This is an optimization exercise on Yosys and OpenROAD, whose aim is small area and few clock cycles per item, not a production implementation. Where RTL was checked, it was by simulation tests only, not by an equivalence proof against the original.

==> module unsigned_fractional_divider, before the edit <==
module unsigned_fractional_divider (
	input  wire logic                            clk,
	input  wire logic                            arst_n,
	input  wire logic                            in_valid,
	output logic                                 in_ready,
	input  wire logic [ufd_pkg::FIELD_WIDTH-1:0] in_dividend,
	input  wire logic [ufd_pkg::FIELD_WIDTH-1:0] in_divisor,
	output logic                                 out_valid,
	input  wire logic                            out_ready,
	output logic [ufd_pkg::QUOT_WIDTH-1:0]       out_quotient
);
	localparam int unsigned B  = ufd_pkg::BITS_PER_CLK;
	localparam int unsigned K  = B / 2;             
	localparam int unsigned RW = ufd_pkg::RW;
	logic [3:0]    cnt_q;      
	logic          done_q;     
	logic [RW-1:0] ws_q;
	logic [RW-1:0] wc_q;
	logic [30:0]   d_q;        
	logic [B:0]    nb_q;       
	logic [63:0]   q_q;        
	logic [B-1:0]  pp_q;       
	logic [B-1:0]  pn_q;       
	logic          held_q;     
	logic          corr_q;     
	logic          busy;
	logic          load;
	assign busy      = (cnt_q != 4'd0);
	assign in_ready  = ~busy & (~done_q | out_ready);
	assign load      = in_valid & in_ready;
	assign out_valid = done_q;
	logic        bz;
	logic [4:0]  s;
	logic [31:0] x16, x8, x4, x2, x1;
	logic [2:0]  p;            
	logic [3:0]  cnt_init;
	logic [31+B-1:0] y;        
	always_comb begin
		bz   = (in_divisor == 32'd0);
		s[4] = (in_divisor[31:16] == 16'd0);
		x16  = s[4] ? {in_divisor[15:0], 16'd0} : in_divisor;
		s[3] = (x16[31:24] == 8'd0);
		x8   = s[3] ? {x16[23:0], 8'd0} : x16;
		s[2] = (x8[31:28] == 4'd0);
		x4   = s[2] ? {x8[27:0], 4'd0} : x8;
		s[1] = (x4[31:30] == 2'd0);
		x2   = s[1] ? {x4[29:0], 2'd0} : x4;
		s[0] = ~x2[31];
		x1   = s[0] ? {x2[30:0], 1'b0} : x2;
		p        = '0;
		cnt_init = '0;
		for (int k = 0; k < 32; k++) begin
			if (s == 5'(k)) begin
				p        = 3'((B - ((34 + k) % B)) % B);
				cnt_init = 4'((34 + k + (B - ((34 + k) % B)) % B) / B);
			end
		end
		y        = {in_dividend, {(B-1){1'b0}}} >> p;
	end
	logic [RW-1:0] ws_s [K+1];
	logic [RW-1:0] wc_s [K+1];
	logic [B-1:0]  dp;         
	logic [B-1:0]  dn;         
	assign ws_s[0] = ws_q;
	assign wc_s[0] = wc_q;
	for (genvar i = 0; i < K; i++) begin : g_step
		ufd_stage u_step (
			.ws_i (ws_s[i]),
			.wc_i (wc_s[i]),
			.n_i  (nb_q[B-2*i -: 2]),
			.d    ({1'b1, d_q}),
			.ws_o (ws_s[i+1]),
			.wc_o (wc_s[i+1]),
			.qp   (dp[B-1-2*i -: 2]),
			.qn   (dn[B-1-2*i -: 2])
		);
	end
	logic [RW-1:0] rem;
	logic          rneg;
	logic          corr;
	logic [B+1:0]  lo;
	logic [63:0]   q_dec;
	logic [63:0]   q_n;
	always_comb begin
		rem   = ws_q + wc_q;
		rneg  = held_q ? corr_q : rem[RW-1];
		corr  = ~busy & rneg;
		lo    = {2'b00, pp_q} - {2'b00, pn_q} - {{(B+1){1'b0}}, corr};
		q_dec = q_q - 64'd1;
		q_n   = {lo[B+1] ? q_dec[63-B:0] : q_q[63-B:0], lo[B-1:0]};
	end
	assign out_quotient = q_n;
	always_ff @(posedge clk or negedge arst_n) begin
		if (!arst_n) begin
			cnt_q  <= 4'd0;
			done_q <= 1'b0;
		end else if (load) begin
			cnt_q  <= bz ? 4'd0 : cnt_init;
			done_q <= bz;
		end else if (busy) begin
			cnt_q  <= cnt_q - 4'd1;
			done_q <= (cnt_q == 4'd1);
		end else if (out_ready) begin
			done_q <= 1'b0;
		end
	end
	always_ff @(posedge clk) begin
		if (load) begin
			ws_q <= RW'(y[31+B-1:B+1]);
			wc_q <= '0;
			nb_q <= y[B:0];
		end else begin
			ws_q <= ws_s[K];
			wc_q <= wc_s[K];
			nb_q <= {nb_q[0], {B{1'b0}}};
		end
		held_q <= done_q & ~out_ready;
		corr_q <= rneg;
	end
	always_ff @(posedge clk) begin
		if (load) begin
			d_q  <= x1[30:0];
			q_q  <= {64{bz}};
			pp_q <= {B{bz}};
			pn_q <= '0;
		end else if (busy) begin
			q_q  <= q_n;
			pp_q <= dp;
			pn_q <= dn;
		end
	end
endmodule
export LEC_CHECK = 0
export ABC_AREA = 1
export CAP_MARGIN = 20
export CORE_MARGIN = 2
export CORE_UTILIZATION = 40
export SLEW_MARGIN = 20
create_clock -name core_clock -period 10.0 [get_ports {clk}]
standard.sh (not shown) runs the stock make flow with config.mk's settings and CLKGATE_MAP_FILE= SYNTH_SCRIPT=/design/flow/synth_recipe.tcl, a recipe that flattens the netlist after the stock synthesis.
==> flow/flow/run.sh <==
#!/bin/bash
# Standard layout, with the port buffers made from the smallest buffer cell.
set -o pipefail
export BUFFER_PORTS_ARGS="-buffer_cell sky130_fd_sc_hd__buf_1"
bash standard.sh finish > standard.log 2>&1
Testbench counts at the start, summed over its fixed seeds: cycles 62,287, items 8,000.
==> next run, changes <==
--- a/flow/design.v
+++ b/flow/design.v
@@ -95,19 +95,23 @@
 	logic          load;
 	assign busy      = (cnt_q != 4'd0);
 	assign in_ready  = ~busy & (~done_q | out_ready);
 	assign load      = in_valid & in_ready;
 	assign out_valid = done_q;
 	logic        bz;
+	logic        az;
+	logic        quick;        
 	logic [4:0]  s;
 	logic [31:0] x16, x8, x4, x2, x1;
 	logic [2:0]  p;            
 	logic [3:0]  cnt_init;
 	logic [31+B-1:0] y;        
 	always_comb begin
 		bz   = (in_divisor == 32'd0);
+		az   = (in_dividend == 32'd0);
+		quick = bz | az;
 		s[4] = (in_divisor[31:16] == 16'd0);
 		x16  = s[4] ? {in_divisor[15:0], 16'd0} : in_divisor;
 		s[3] = (x16[31:24] == 8'd0);
 		x8   = s[3] ? {x16[23:0], 8'd0} : x16;
 		s[2] = (x8[31:28] == 4'd0);
 		x4   = s[2] ? {x8[27:0], 4'd0} : x8;
@@ -144,30 +148,33 @@
 		);
 	end
 	logic [RW-1:0] rem;
 	logic          rneg;
 	logic          corr;
 	logic [B+1:0]  lo;
-	logic [63:0]   q_dec;
+	logic [63-B:0] tz;         
 	logic [63:0]   q_n;
 	always_comb begin
 		rem   = ws_q + wc_q;
 		rneg  = held_q ? corr_q : rem[RW-1];
 		corr  = ~busy & rneg;
 		lo    = {2'b00, pp_q} - {2'b00, pn_q} - {{(B+1){1'b0}}, corr};
-		q_dec = q_q - 64'd1;
-		q_n   = {lo[B+1] ? q_dec[63-B:0] : q_q[63-B:0], lo[B-1:0]};
+		tz[0] = 1'b1;
+		for (int i = 1; i <= 63 - B; i++) begin
+			tz[i] = tz[i-1] & ~q_q[i-1];
+		end
+		q_n   = {q_q[63-B:0] ^ ({(64-B){lo[B+1]}} & tz), lo[B-1:0]};
 	end
 	assign out_quotient = q_n;
 	always_ff @(posedge clk or negedge arst_n) begin
 		if (!arst_n) begin
 			cnt_q  <= 4'd0;
 			done_q <= 1'b0;
 		end else if (load) begin
-			cnt_q  <= bz ? 4'd0 : cnt_init;
-			done_q <= bz;
+			cnt_q  <= quick ? 4'd0 : cnt_init;
+			done_q <= quick;
 		end else if (busy) begin
 			cnt_q  <= cnt_q - 4'd1;
 			done_q <= (cnt_q == 4'd1);
 		end else if (out_ready) begin
 			done_q <= 1'b0;
 		end
@@ -185,15 +192,15 @@
 		held_q <= done_q & ~out_ready;
 		corr_q <= rneg;
 	end
 	always_ff @(posedge clk) begin
 		if (load) begin
 			d_q  <= x1[30:0];
-			q_q  <= {64{bz}};
-			pp_q <= {B{bz}};
-			pn_q <= '0;
+			q_q  <= '0;
+			pp_q <= '0;
+			pn_q <= {{(B-1){1'b0}}, bz};
 		end else if (busy) begin
 			q_q  <= q_n;
 			pp_q <= dp;
 			pn_q <= dn;
 		end
 	end
Effect: Via count went down by about 5%; synthesized area fell by 6.7%; synthesized cell count shrinks by 2.4%; sequential share of layout area drops by 1.7 points; worst setup slack is better by 29 ps.
Testbench counts after the change, summed over its fixed seeds: cycles 60,775, items 8,000.

The RTL this note starts from:
==> flow/design.v <==
`timescale 1ns / 1ps
`default_nettype none
package ufd_pkg;
	localparam int unsigned FIELD_WIDTH = 32;
	localparam int unsigned QUOT_WIDTH  = 64;
	localparam int unsigned BITS_PER_CLK = 6;
	localparam int unsigned RW = 33;
endpackage
`default_nettype wire
`timescale 1ns / 1ps
`default_nettype none
module ufd_stage (
	input  wire logic [ufd_pkg::RW-1:0] ws_i,
	input  wire logic [ufd_pkg::RW-1:0] wc_i,    
	input  wire logic [1:0]             n_i,     
	input  wire logic [31:0]            d,
	output logic [ufd_pkg::RW-1:0]      ws_o,
	output logic [ufd_pkg::RW-1:0]      wc_o,
	output logic [1:0]                  qp,      
	output logic [1:0]                  qn       
);
	localparam int unsigned YW = ufd_pkg::RW + 2;
	logic signed [6:0] est;
	logic signed [6:0] m2, m1, m0, mm1;
	logic          pos, neg, two;
	logic [YW-1:0] ys;
	logic [YW-1:0] yc;
	logic [YW-1:0] nmag;
	logic [YW-1:0] op;
	logic [YW-1:0] sum;
	logic [YW-1:0] cry;
	always_comb begin
		case (d[30:28])
			3'd0:    begin m2 = 7'sd12; mm1 = -7'sd13; end
			3'd1:    begin m2 = 7'sd14; mm1 = -7'sd15; end
			3'd2:    begin m2 = 7'sd15; mm1 = -7'sd16; end
			3'd3:    begin m2 = 7'sd16; mm1 = -7'sd17; end
			3'd4:    begin m2 = 7'sd18; mm1 = -7'sd19; end
			3'd5:    begin m2 = 7'sd19; mm1 = -7'sd20; end
			3'd6:    begin m2 = 7'sd20; mm1 = -7'sd21; end
			default: begin m2 = 7'sd22; mm1 = -7'sd23; end
		endcase
		m1 = d[30] ? 7'sd6 : 7'sd4;
		m0 = d[30] ? -7'sd7 : -7'sd5;
	end
	always_comb begin
		est = ws_i[ufd_pkg::RW-1 -: 7] + wc_i[ufd_pkg::RW-1 -: 7];
		pos = (est >= m1);
		neg = (est < m0);
		two = pos ? (est >= m2) : (est < mm1);
		qp  = {pos & two, pos & ~two};
		qn  = {neg & two, neg & ~two};
		ys  = {ws_i, n_i};
		yc  = {wc_i, 1'b0, pos};
		nmag = ~(two ? {{(YW-33){1'b0}}, d, 1'b0} : {{(YW-32){1'b0}}, d});
		for (int j = 0; j < YW; j++) begin
			op[j] = nmag[j] ? pos : neg;
		end
		sum = ys ^ yc ^ op;
		cry = (ys & yc) | (ys & op) | (yc & op);
		ws_o = sum[ufd_pkg::RW-1:0];
		wc_o = {cry[ufd_pkg::RW-2:0], 1'b0};
	end
endmodule
`default_nettype wire
`timescale 1ns / 1ps
`timescale 1ns / 1ps
`default_nettype none
module unsigned_fractional_divider (
	input  wire logic                            clk,
	input  wire logic                            arst_n,
	input  wire logic                            in_valid,
	output logic                                 in_ready,
	input  wire logic [ufd_pkg::FIELD_WIDTH-1:0] in_dividend,
	input  wire logic [ufd_pkg::FIELD_WIDTH-1:0] in_divisor,
	output logic                                 out_valid,
	input  wire logic                            out_ready,
	output logic [ufd_pkg::QUOT_WIDTH-1:0]       out_quotient
);
	localparam int unsigned B  = ufd_pkg::BITS_PER_CLK;
	localparam int unsigned K  = B / 2;             
	localparam int unsigned RW = ufd_pkg::RW;
	logic [3:0]    cnt_q;      
	logic          done_q;     
	logic [RW-1:0] ws_q;
	logic [RW-1:0] wc_q;
	logic [30:0]   d_q;        
	logic [B:0]    nb_q;       
	logic [63:0]   q_q;        
	logic [B-1:0]  pp_q;       
	logic [B-1:0]  pn_q;       
	logic          busy;
	logic          load;
	assign busy      = (cnt_q != 4'd0);
	assign in_ready  = ~busy & (~done_q | out_ready);
	assign load      = in_valid & in_ready;
	assign out_valid = done_q;
	logic        bz;
	logic [4:0]  s;
	logic [31:0] x16, x8, x4, x2, x1;
	logic [2:0]  p;            
	logic [3:0]  cnt_init;
	logic [31+B-1:0] y;        
	always_comb begin
		bz   = (in_divisor == 32'd0);
		s[4] = (in_divisor[31:16] == 16'd0);
		x16  = s[4] ? {in_divisor[15:0], 16'd0} : in_divisor;
		s[3] = (x16[31:24] == 8'd0);
		x8   = s[3] ? {x16[23:0], 8'd0} : x16;
		s[2] = (x8[31:28] == 4'd0);
		x4   = s[2] ? {x8[27:0], 4'd0} : x8;
		s[1] = (x4[31:30] == 2'd0);
		x2   = s[1] ? {x4[29:0], 2'd0} : x4;
		s[0] = ~x2[31];
		x1   = s[0] ? {x2[30:0], 1'b0} : x2;
		p        = '0;
		cnt_init = '0;
		for (int k = 0; k < 32; k++) begin
			if (s == 5'(k)) begin
				p        = 3'((B - ((34 + k) % B)) % B);
				cnt_init = 4'((34 + k + (B - ((34 + k) % B)) % B) / B);
			end
		end
		y        = {in_dividend, {(B-1){1'b0}}} >> p;
	end
	logic [RW-1:0] ws_s [K+1];
	logic [RW-1:0] wc_s [K+1];
	logic [B-1:0]  dp;         
	logic [B-1:0]  dn;         
	assign ws_s[0] = ws_q;
	assign wc_s[0] = wc_q;
	for (genvar i = 0; i < K; i++) begin : g_step
		ufd_stage u_step (
			.ws_i (ws_s[i]),
			.wc_i (wc_s[i]),
			.n_i  (nb_q[B-2*i -: 2]),
			.d    ({1'b1, d_q}),
			.ws_o (ws_s[i+1]),
			.wc_o (wc_s[i+1]),
			.qp   (dp[B-1-2*i -: 2]),
			.qn   (dn[B-1-2*i -: 2])
		);
	end
	logic [RW-1:0] rem;
	logic          corr;
	logic [B+1:0]  lo;
	logic [63:0]   q_dec;
	logic [63:0]   q_n;
	always_comb begin
		rem   = ws_q + wc_q;
		corr  = ~busy & rem[RW-1];
		lo    = {2'b00, pp_q} - {2'b00, pn_q} - {{(B+1){1'b0}}, corr};
		q_dec = q_q - 64'd1;
		q_n   = {lo[B+1] ? q_dec[63-B:0] : q_q[63-B:0], lo[B-1:0]};
	end
	assign out_quotient = q_n;
	always_ff @(posedge clk or negedge arst_n) begin
		if (!arst_n) begin
			cnt_q  <= 4'd0;
			done_q <= 1'b0;
		end else if (load) begin
			cnt_q  <= bz ? 4'd0 : cnt_init;
			done_q <= bz;
		end else if (busy) begin
			cnt_q  <= cnt_q - 4'd1;
			done_q <= (cnt_q == 4'd1);
		end else if (out_ready) begin
			done_q <= 1'b0;
		end
	end
	always_ff @(posedge clk) begin
		if (load) begin
			ws_q <= RW'(y[31+B-1:B+1]);
			wc_q <= '0;
			d_q  <= x1[30:0];
			nb_q <= y[B:0];
			q_q  <= {64{bz}};
			pp_q <= {B{bz}};
			pn_q <= '0;
		end else if (busy) begin
			ws_q <= ws_s[K];
			wc_q <= wc_s[K];
			nb_q <= {nb_q[0], {B{1'b0}}};
			q_q  <= q_n;
			pp_q <= dp;
			pn_q <= dn;
		end
	end
endmodule
`default_nettype wire
export LEC_CHECK = 0
export ABC_AREA = 1
export CAP_MARGIN = 20
export CORE_MARGIN = 2
export CORE_UTILIZATION = 40
export SLEW_MARGIN = 20
create_clock -name core_clock -period 10.0 [get_ports {clk}]
Scripts as last shown in full above: flow/flow/run.sh
Testbench counts at the start, summed over its fixed seeds: cycles 62,287, items 8,000.
==> next run, changes <==
--- a/flow/design.v
+++ b/flow/design.v
@@ -88,22 +88,30 @@
 	logic [B:0]    nb_q;       
 	logic [63:0]   q_q;        
 	logic [B-1:0]  pp_q;       
 	logic [B-1:0]  pn_q;       
+	logic          held_q;     
+	logic          corr_q;     
 	logic          busy;
 	logic          load;
 	assign busy      = (cnt_q != 4'd0);
 	assign in_ready  = ~busy & (~done_q | out_ready);
 	assign load      = in_valid & in_ready;
 	assign out_valid = done_q;
 	logic        bz;
+	logic        az;
+	logic        quick;        
 	logic [4:0]  s;
 	logic [31:0] x16, x8, x4, x2, x1;
 	logic [2:0]  p;            
 	logic [3:0]  cnt_init;
+	logic        a12;          
+	logic [31:0] an;           
 	logic [31+B-1:0] y;        
 	always_comb begin
 		bz   = (in_divisor == 32'd0);
+		az   = (in_dividend == 32'd0);
+		quick = bz | az;
 		s[4] = (in_divisor[31:16] == 16'd0);
 		x16  = s[4] ? {in_divisor[15:0], 16'd0} : in_divisor;
 		s[3] = (x16[31:24] == 8'd0);
 		x8   = s[3] ? {x16[23:0], 8'd0} : x16;
@@ -120,9 +128,12 @@
 				p        = 3'((B - ((34 + k) % B)) % B);
 				cnt_init = 4'((34 + k + (B - ((34 + k) % B)) % B) / B);
 			end
 		end
-		y        = {in_dividend, {(B-1){1'b0}}} >> p;
+		a12      = (in_dividend[31:20] == 12'd0);
+		an       = a12 ? {in_dividend[19:0], 12'd0} : in_dividend;
+		if (a12) cnt_init = cnt_init - 4'(12 / B);
+		y        = {an, {(B-1){1'b0}}} >> p;
 	end
 	logic [RW-1:0] ws_s [K+1];
 	logic [RW-1:0] wc_s [K+1];
 	logic [B-1:0]  dp;         
@@ -141,27 +152,32 @@
 			.qn   (dn[B-1-2*i -: 2])
 		);
 	end
 	logic [RW-1:0] rem;
+	logic          rneg;
 	logic          corr;
 	logic [B+1:0]  lo;
-	logic [63:0]   q_dec;
+	logic [63-B:0] tz;         
 	logic [63:0]   q_n;
 	always_comb begin
 		rem   = ws_q + wc_q;
-		corr  = ~busy & rem[RW-1];
+		rneg  = held_q ? corr_q : rem[RW-1];
+		corr  = ~busy & rneg;
 		lo    = {2'b00, pp_q} - {2'b00, pn_q} - {{(B+1){1'b0}}, corr};
-		q_dec = q_q - 64'd1;
-		q_n   = {lo[B+1] ? q_dec[63-B:0] : q_q[63-B:0], lo[B-1:0]};
+		tz[0] = 1'b1;
+		for (int i = 1; i <= 63 - B; i++) begin
+			tz[i] = tz[i-1] & ~q_q[i-1];
+		end
+		q_n   = {q_q[63-B:0] ^ ({(64-B){lo[B+1]}} & tz), lo[B-1:0]};
 	end
 	assign out_quotient = q_n;
 	always_ff @(posedge clk or negedge arst_n) begin
 		if (!arst_n) begin
 			cnt_q  <= 4'd0;
 			done_q <= 1'b0;
 		end else if (load) begin
-			cnt_q  <= bz ? 4'd0 : cnt_init;
-			done_q <= bz;
+			cnt_q  <= quick ? 4'd0 : cnt_init;
+			done_q <= quick;
 		end else if (busy) begin
 			cnt_q  <= cnt_q - 4'd1;
 			done_q <= (cnt_q == 4'd1);
 		end else if (out_ready) begin
@@ -171,17 +187,24 @@
 	always_ff @(posedge clk) begin
 		if (load) begin
 			ws_q <= RW'(y[31+B-1:B+1]);
 			wc_q <= '0;
-			d_q  <= x1[30:0];
 			nb_q <= y[B:0];
-			q_q  <= {64{bz}};
-			pp_q <= {B{bz}};
-			pn_q <= '0;
-		end else if (busy) begin
+		end else begin
 			ws_q <= ws_s[K];
 			wc_q <= wc_s[K];
 			nb_q <= {nb_q[0], {B{1'b0}}};
+		end
+		held_q <= done_q & ~out_ready;
+		corr_q <= rneg;
+	end
+	always_ff @(posedge clk) begin
+		if (load) begin
+			d_q  <= x1[30:0];
+			q_q  <= '0;
+			pp_q <= '0;
+			pn_q <= {{(B-1){1'b0}}, bz};
+		end else if (busy) begin
 			q_q  <= q_n;
 			pp_q <= dp;
 			pn_q <= dn;
 		end
Cell count went down by 0.55%.
Final area went down by 4.6%.
Routed wire length stays flat.
Sequential cell count went up by 2.
Synthesized area went down by 5.8%.
Worst setup slack gets worse by 37 ps.
Clock skew went up by 10 ps.
Global-route usage went up by 1.4 points.
Synthesized cell count went up by 1.3%.
Non-clock buffer count went up by 15.
Sequential share of layout area went down by 3.8 points.
For the second run of this note, only the layout was checked, not whether the RTL still works.

## port drivers added, routing unchanged
In the flow no input, the clock included, has a driving cell. The finished layouts below were timed again as built, in two steps.
Step 1, drivers: a clkbuf_16 drives clk and a buf_2 each remaining input, both assumed.
Step 2 times the ports against the registers' clock, not the clock port: input delays grow and output delays shrink by t, the midpoint of the rising clock arrivals with the driver on.
Three values: ideal, step 1, step 2; two values: the first two.
run | t (ns) | slack for setup (ns) | slew at the worst register clock pin (ns) | pins driven straight from the clock port
the first run of note 1 | 0.526 | 0.485 / 0.485 / 0.485 | 0.09 / 0.09 | 1
the second run of note 1 | 0.502 | 0.514 / 0.514 / 0.514 | 0.08 / 0.08 | 1
the first run of note 2 | 0.514 | 0.467 / 0.467 / 0.467 | 0.08 / 0.08 | 1
the second run of note 2 | 0.516 | 0.430 / 0.430 / 0.430 | 0.09 / 0.09 | 1
After both steps every run listed still meets setup and hold.
